Source: an optimization exercise on an open RTL-to-GDS flow (aim: small area, a short achievable clock period and few clock cycles per item). Production flows keep margins and buffers that such runs may drop.
The RTL was checked by simulation tests, not by an equivalence proof against the original design.

## gamma
## range_gen_2d
module range_gen_2d (
  input  logic         clk,
  input  logic         reset,
  input  logic         start,
  input  logic [W-1:0] x_tag,
  input  logic [W-1:0] y_tag,
  input  logic [W-1:0] x0,
  input  logic [W-1:0] x1,
  input  logic [W-1:0] x2,
  input  logic [W-1:0] x3,
  input  logic [W-1:0] y0,
  input  logic [W-1:0] y1,
  input  logic [W-1:0] y2,
  input  logic [W-1:0] y3,
  output logic         busy,
  output logic         done,
  output logic [W-1:0] r0,
  output logic [W-1:0] r1,
  output logic [W-1:0] r2,
  output logic [W-1:0] r3,
  output logic [3:0]   ovf
);
  localparam int NIT = ROOT_W - 3;    
  logic         idle_q;             
  logic         busy_q, done_q, fin_q;
  logic [2:0]   c_q;                
  logic [3:0]   sel_q;              
  logic [3:0]   ld_q;               
  logic [3:0][3:0] n_q;             
  logic         busy_d, fin_d;
  logic [2:0]   c_d;
  ...
Settings: LEC_CHECK=0, CAP_MARGIN=20, CORE_MARGIN=2, CORE_UTILIZATION=40, SLEW_MARGIN=20; clock period 13.0 ns.
standard.sh (not shown) runs the stock make flow with config.mk's settings and CLKGATE_MAP_FILE= SYNTH_SCRIPT=/design/flow/synth_recipe.tcl, a recipe that flattens the netlist after the stock synthesis.
==> flow/flow/run.sh <==
#!/bin/bash
# The standard layout (standard.sh) with changes to how it is made only:
#  - the port buffers that buffer_ports inserts are plain buf_2 cells;
#  - clock tree synthesis builds the tree from clkbuf_4/clkbuf_8 cells, with
#    leaf clusters of up to 16 sinks, and adds no dummy loads (ORFS's own
#    CTS arguments otherwise).
# Constraints, period and every other setting are the standard flow's own. make's full
# output goes to standard.log here; ORFS's per-step logs stay under orfs/logs.
set -euo pipefail
bash standard.sh SETUP_SLACK_MARGIN=9.5 TNS_END_PERCENT=0 \
  "BUFFER_PORTS_ARGS=-buffer_cell sky130_fd_sc_hd__buf_2" \
  "CTS_ARGS=-sink_clustering_enable -repair_clock_nets -dont_use_dummy_load -sink_clustering_size 16 -sink_clustering_max_diameter 60 -buf_list {sky130_fd_sc_hd__clkbuf_4 sky130_fd_sc_hd__clkbuf_8}" \
  finish > standard.log 2>&1
Testbench counts of gamma, summed over its fixed seeds: cycles 9,777, items 512.
Changes in alpha relative to gamma:
==> flow/flow/run.sh <==
#!/bin/bash
# The standard layout (standard.sh) with changes to how it is made only:
#  - the port buffers that buffer_ports inserts are plain buf_2 cells;
#  - clock tree synthesis builds the tree from clkbuf_4/clkbuf_8 cells and
#    adds no dummy loads (ORFS's own CTS arguments otherwise).
# Constraints, period and every other setting are the standard flow's own. make's full
# output goes to standard.log here; ORFS's per-step logs stay under orfs/logs.
set -euo pipefail
bash standard.sh SETUP_SLACK_MARGIN=9.5 TNS_END_PERCENT=10 \
  "BUFFER_PORTS_ARGS=-buffer_cell sky130_fd_sc_hd__buf_2" \
  "CTS_ARGS=-sink_clustering_enable -repair_clock_nets -dont_use_dummy_load -buf_list {sky130_fd_sc_hd__clkbuf_4 sky130_fd_sc_hd__clkbuf_8}" \
  finish > standard.log 2>&1
Findings:
- Compare gamma and alpha | cell area lower: gamma
- Summary of alpha over gamma: number of global-route vias before repair saw an increase, worst clock skew on the final layout -0.018 ns.
- Per the comparison of alpha with gamma, count of cells resized by post-cts repair shows an increase of about 300%; worst hold slack shows an increase of 0.035 ns.
- When alpha is set beside gamma, its setup slack turns out to be 0.22 ns larger.
- [alpha] fraction of the core area covered by cells at the end of the flow rose 2.6 points relative to gamma
- Compare gamma and alpha | global-route usage lower: gamma
- ~same sum of negative setup slack in gamma and alpha
- alpha: global-route track usage on met2 higher than gamma

---

Another version of the RTL of range_gen_2d (not shown whole).
Size in the first run: roughly 3600 cells after synthesis, roughly 230 I/O pins, roughly 34000 um2 of cells after synthesis.
==> flow/config.mk <==
export PLATFORM = sky130hd
export DESIGN_NAME = range_gen_2d
export DESIGN_NICKNAME = range_gen_2d
export VERILOG_FILES = /design/flow/design.v
export SDC_FILE = /design/flow/constraint.sdc
export NUM_CORES = 4
export LEC_CHECK = 0
export CAP_MARGIN = 20
export CORE_MARGIN = 2
export CORE_UTILIZATION = 40
export SLEW_MARGIN = 20
==> flow/constraint.sdc <==
create_clock -name core_clock -period 13.0 [get_ports {clk}]
set_input_delay 2.6000 -clock core_clock [delete_from_list [all_inputs] [get_ports {clk}]]
set_output_delay 2.6000 -clock core_clock [all_outputs]
set_load 0.01 [all_outputs]
run.sh (not shown) runs the stock make flow with config.mk's settings and CLKGATE_MAP_FILE= SYNTH_SCRIPT=/design/flow/synth_recipe.tcl, a recipe that flattens the netlist after the stock synthesis.
Stock flow here: none of the scripts above is used.
Testbench counts at the start, summed over its fixed seeds: cycles 10,752, items 512.
==> next run, changes <==
==> flow/flow/run.sh (new file) <==
#!/bin/bash
set -euo pipefail
bash standard.sh SETUP_SLACK_MARGIN=9.5 \
  "BUFFER_PORTS_ARGS=-buffer_cell sky130_fd_sc_hd__buf_2" \
  finish > standard.log 2>&1
==> flow/standard.sh (new file) <==
#!/bin/bash
# synth_recipe.tcl (not shown) runs the flow's synth.tcl, then flattens the netlist and writes it again
# the make line also repeats each setting of config.mk as NAME=value (left out here)
make -C /OpenROAD-flow-scripts/flow DESIGN_CONFIG=/design/flow/config.mk WORK_HOME=/design/flow/orfs CLKGATE_MAP_FILE= SYNTH_SCRIPT=/design/flow/synth_recipe.tcl "${@:-finish}"
removed: flow/run.sh
What happened: The new run completed with no timing, DRC or antenna violations; design area grows by 4.7%; setup slack gains 0.71 ns; clock-buffer cell count shrinks by 12; area after synthesis is unchanged; utilization grows by 2.2 points; routed wire length grows by about 7%.
==> next run, changes <==
==> flow/flow/run.sh (replaced) <==
#!/bin/bash
# The standard layout (standard.sh) with changes to how it is made only:
#  - the port buffers that buffer_ports inserts are plain buf_2 cells.
# Constraints, period and every other setting are the standard flow's own. make's full
# output goes to standard.log here; ORFS's per-step logs stay under orfs/logs.
set -euo pipefail
bash standard.sh SETUP_SLACK_MARGIN=9.5 TNS_END_PERCENT=0 \
  "BUFFER_PORTS_ARGS=-buffer_cell sky130_fd_sc_hd__buf_2" \
  finish > standard.log 2>&1
=>
- fmax is higher by 0.31%
- global-route usage falls by 0.92 points
- cell area goes down by about 5%

re-timing with driven ports:
In the flow no input, the clock included, has a driving cell. The finished layouts below were timed again as built, in two steps. Step 1 assumes that a clkbuf_16 drives the clock port and a buf_2 every other input. Step 2 adds t to the input delays and takes it off the output delays; t is the mean of the earliest and latest rising clock arrival at the registers after step 1. Input paths then give back, and output paths get back, about the clock's delay inside the block. a / b / c = ideal / step 1 / step 2; a / b = the first two.
run	shift t [ns]	setup slack, ns	hold slack, ns	slew at the worst register clock pin (ns)	worst slew at a driven data input, ns
gamma	0.734	8.747 / 8.747 / 8.747	0.396 / 0.396 / 0.396	0.11 / 0.11	0.15
alpha	0.743	8.964 / 8.964 / 8.860	0.431 / 0.431 / 0.431	0.06 / 0.06	0.07
the first run of note 2	0.685	8.404 / 8.337 / 8.409	0.482 / 0.482 / 0.482	0.07 / 0.07	0.12
the second run of note 2	0.692	9.115 / 9.052 / 9.162	0.474 / 0.474 / 0.474	0.07 / 0.07	0.15
the third run of note 2	0.680	9.127 / 9.084 / 9.127	0.463 / 0.463 / 0.463	0.07 / 0.07	0.16
After both steps setup and hold are still met in every run listed. The setup slack of alpha, which loses most, moves by 0.000 ns with the drivers and by -0.104 ns with both steps. The worst setup slack also covers recovery checks on asynchronous resets.
